Context: an optimization exercise on an open-source flow, tuned for a short achievable clock period and few clock cycles per item. The choices shown serve that exercise and are no tape-out recipe. Only simulation tests tie the RTL to the original design; equivalence was not proved.

build 41:
Design array_multiplier, start of the top module:
module array_multiplier (
	input  logic        clk,
	input  logic        reset,
	input  logic        in_valid,
	input  logic [15:0] x,
	input  logic [15:0] y,
	output logic        product_valid,
	output logic [31:0] product
);
==> flow/config.mk <==
export PLATFORM = sky130hd
export DESIGN_NAME = array_multiplier
export DESIGN_NICKNAME = array_multiplier
export VERILOG_FILES = /design/flow/design.v
export SDC_FILE = /design/flow/constraint.sdc
export NUM_CORES = 4
export LEC_CHECK = 0
export CAP_MARGIN = 20
export CORE_MARGIN = 2
export CORE_UTILIZATION = 34
export SETUP_SLACK_MARGIN = 3.6
export SLEW_MARGIN = 20
export SYNTH_HIERARCHICAL = 1
==> flow/constraint.sdc <==
create_clock -name core_clock -period 6.0 [get_ports {clk}]
set_input_delay 1.2000 -clock core_clock [delete_from_list [all_inputs] [get_ports {clk}]]
set_output_delay 1.2000 -clock core_clock [all_outputs]
set_load 0.01 [all_outputs]
standard.sh (not shown) runs the stock make flow with config.mk's settings and CLKGATE_MAP_FILE= SYNTH_SCRIPT=/design/flow/synth_recipe.tcl, a recipe that flattens the netlist after the stock synthesis.
==> flow/flow/run.sh <==
#!/bin/bash
# The standard layout (standard.sh: the standard flow's synthesis and ORFS flow), with one
# change: the buffers that buffer_ports puts on every input and output port
# are sky130_fd_sc_hd__buf_4 instead of the cell buffer_ports picks itself
# (a clkdlybuf4s50 delay cell), so that timing repair can size them within
# the buf_* family.  make's full output goes to flow_make.log.
set -euo pipefail
bash standard.sh "BUFFER_PORTS_ARGS=-buffer_cell sky130_fd_sc_hd__buf_4" finish > flow_make.log 2>&1
Build 41: PASS, flow complete, no timing, DRC or antenna violations
Testbench counts of build 41, summed over its fixed seeds: cycles 6,392, products 3,200.
The following lists how build 44 was set up differently from build 41:
- swapping 34 for 40 in CORE_UTILIZATION
- swapping 3.6 for 4.0 in SETUP_SLACK_MARGIN
==> comparison <==
Build 44 completed end to end with timing, DRC and antenna clean.
Compared with build 41, build 44 shows arrival time at the worst endpoint higher by 1.77 ns.
Final cell area: build 44 above build 41
Run comparison: build 41 worst setup path startpoint r2_n1346; build 44 worst setup path startpoint r1_n490
The run with more setup slack is build 41; build 44 has less.
Summary of build 44 over build 41: post-cts resize count went up 1200%, clock buffer count in the final layout picked up an extra about 20%, compound-cell area share of the yosys netlist flat, signed area change from the synthesized netlist to the final layout moved up, routed length on met1 moved up.
Delta(utilization of the core after routing, build 44 - build 41) > 0
Changes in build 63 relative to build 44:
- SETUP_SLACK_MARGIN now 3.8, was 4.0
### Flow results
Across both runs, fraction of area in non-clock buffers was lower for build 63 than for build 44. Build 63 went all the way through synthesis, placement and routing and the layout is clean on timing, DRC and antenna. Vias: build 63 below build 44. Row maximum operating frequency: build 63 higher / build 44 lower.

## run 1
Starting RTL as in the previous note.
// array_multiplier
module array_multiplier (
	input  logic        clk,
	input  logic        reset,
	input  logic        in_valid,
	input  logic [15:0] x,
	input  logic [15:0] y,
	output logic        product_valid,
	output logic [31:0] product
);
export LEC_CHECK = 0
export CAP_MARGIN = 20
export CORE_MARGIN = 2
export CORE_UTILIZATION = 46
export SETUP_SLACK_MARGIN = 3.6
export SLEW_MARGIN = 20
export SYNTH_HIERARCHICAL = 1
create_clock -name core_clock -period 6.0 [get_ports {clk}]
Scripts as last shown in full above: flow/flow/run.sh
Testbench counts of run 1, summed over its fixed seeds: cycles 6,392, products 3,200.
The following lists how run 2 was set up differently from run 1:
Settings: a change of CORE_UTILIZATION from 46 to 40; a change of SETUP_SLACK_MARGIN from 3.6 to 3.5.
Findings:
Against run 1, total length of routed met2 wires in run 2 fell slightly.
Diff run 1 -> run 2 | multi-input combinational area share | decrease of 1.8 points
Run 2 — fraction of standard cell area that is sequential 1.2 points higher, run 1 as reference
Sort run 2 and run 1 by clock skew, ascending, and run 1 comes first.
Run 2 against run 1: clock tree cell share of total cell area went up, number of gates resized after cts lost 16.
Input-level comparison between run 3 and run 2:
==> flow/run.sh (new file) <==
#!/bin/bash
# synth_recipe.tcl (not shown) runs the flow's synth.tcl, then flattens the netlist and writes it again
# the make line also repeats each setting of config.mk as NAME=value (left out here)
make -C /OpenROAD-flow-scripts/flow DESIGN_CONFIG=/design/flow/config.mk WORK_HOME=/design/flow/orfs CLKGATE_MAP_FILE= SYNTH_SCRIPT=/design/flow/synth_recipe.tcl finish
removed: flow/flow/run.sh
removed: flow/standard.sh
### Flow results
Fraction of the core area covered by cells at the end of the flow on run 3 is up relative to run 2.
Overall track demand over capacity in global routing in run 3 is 0.16 points higher than in run 2
The clock-cell share of area of run 3 and that of run 2 are within noise of each other.
Looking at run 2 and run 3, the hold slack is a wash.
Between run 3 and run 2, the via count of the first global-routing pass does not differ in any meaningful way.
In the metrics for run 2 and run 3, the one carrying the higher wire length is run 3.
Diff run 2 -> run 3: cell area after placement picked up an extra 1.4%, first-pass GRT wire length went up 0.36%.
The following lists how run 4 was set up differently from run 3:
==> flow/flow/run.sh (new file) <==
#!/bin/bash
# The standard layout (standard.sh: the standard flow's synthesis and ORFS flow), with one
# change: the buffers that buffer_ports puts on every input and output port
# are sky130_fd_sc_hd__buf_8 instead of the cell buffer_ports picks itself
# (a clkdlybuf4s50 delay cell), so that timing repair can size them within
# the buf_* family.  make's full output goes to flow_make.log.
set -euo pipefail
bash standard.sh "BUFFER_PORTS_ARGS=-buffer_cell sky130_fd_sc_hd__buf_8" finish > flow_make.log 2>&1
==> flow/standard.sh (new file) <==
#!/bin/bash
# synth_recipe.tcl (not shown) runs the flow's synth.tcl, then flattens the netlist and writes it again
# the make line also repeats each setting of config.mk as NAME=value (left out here)
make -C /OpenROAD-flow-scripts/flow DESIGN_CONFIG=/design/flow/config.mk WORK_HOME=/design/flow/orfs CLKGATE_MAP_FILE= SYNTH_SCRIPT=/design/flow/synth_recipe.tcl "${@:-finish}"
removed: flow/run.sh
Notes after the runs:
- Of run 3 and run 4, the run reporting the higher via count of the first global-routing pass was run 3.
- Worst setup path category: reg -> out -> run 4, in -> reg -> run 3
- Summary of run 4 over run 3: post-route clock skew went down by 0.0042 ns; post-route cell area dropped 290 sq um.
Edits applied to the flow inputs when going from run 4 to run 5:
Settings: swapping 3.5 for 3.6 in SETUP_SLACK_MARGIN.
==> flow/flow/run.sh <==
#!/bin/bash
# The standard layout (standard.sh: the standard flow's synthesis and ORFS flow), with one
# change: the buffers that buffer_ports puts on every input and output port
# are sky130_fd_sc_hd__buf_4 instead of the cell buffer_ports picks itself
# (a clkdlybuf4s50 delay cell), so that timing repair can size them within
# the buf_* family.  make's full output goes to flow_make.log.
set -euo pipefail
bash standard.sh "BUFFER_PORTS_ARGS=-buffer_cell sky130_fd_sc_hd__buf_4" finish > flow_make.log 2>&1
Between run 5 and run 4, the shortest clock period the worst path allows after layout is higher for run 4. Taking run 4 as the reference point, the number of nets in the finished design of run 5 rises by 18. Run 4 → run 5: setup slack at placement lower; first-pass GRT wire length higher; routability congestion estimate from global placement higher. Run 5 vs. run 4: xor-xnor portion of the synthesized cell area flat; clock distribution area overhead in the final layout down 0.16 points. Of the two candidates, run 4 has the better detailed-route via count and run 5 the worse one.

## what the ideal ports hide
The results above use ideal ports. As a check the final layouts listed here were re-extracted and re-timed, cells and wires unchanged. Step 1 (the two cells are an assumption about what drives the block):
set clk [get_ports {clk}]
set_driving_cell -lib_cell sky130_fd_sc_hd__clkbuf_16 $clk
set_driving_cell -lib_cell sky130_fd_sc_hd__buf_2 [delete_from_list [all_inputs] $clk]
Step 2 moves the port delays by t, midway between the first and last clock arrival at a register: inputs arrive t later, outputs are due t later. That takes back most of the time a late clock gives input paths. Slacks: no drivers / after step 1 / after step 2; pairs: no drivers / after step 1.
run | t (ns) | setup WS [ns] | worst setup path after step 2 | latest minus earliest clock arrival (ns) | pins driven straight from the clock port
build 41 | 0.579 | 3.584 / 3.529 / 3.089 | input to register | 0.027 / 0.027 | 1
build 44 | 0.571 | 3.446 / 3.356 / 2.786 | input to register | 0.025 / 0.025 | 1
build 63 | 0.583 | 3.465 / 3.372 / 2.789 | input to register | 0.024 / 0.023 | 1
run 1 | 0.549 | 3.589 / 3.538 / 3.123 | input to register | 0.010 / 0.010 | 1
run 2 | 0.555 | 3.573 / 3.526 / 3.043 | input to register | 0.025 / 0.026 | 1
run 3 | 0.562 | 3.533 / 3.523 / 2.996 | input to register | 0.021 / 0.021 | 1
run 4 | 0.569 | 3.542 / 3.495 / 3.056 | input to register | 0.018 / 0.017 | 1
run 5 | 0.569 | 3.592 / 3.544 / 3.108 | input to register | 0.013 / 0.013 | 1
After both steps every run listed still meets setup and hold. For build 63, which loses most, drivers alone change the setup slack by -0.093 ns; drivers and shift together by -0.676 ns.
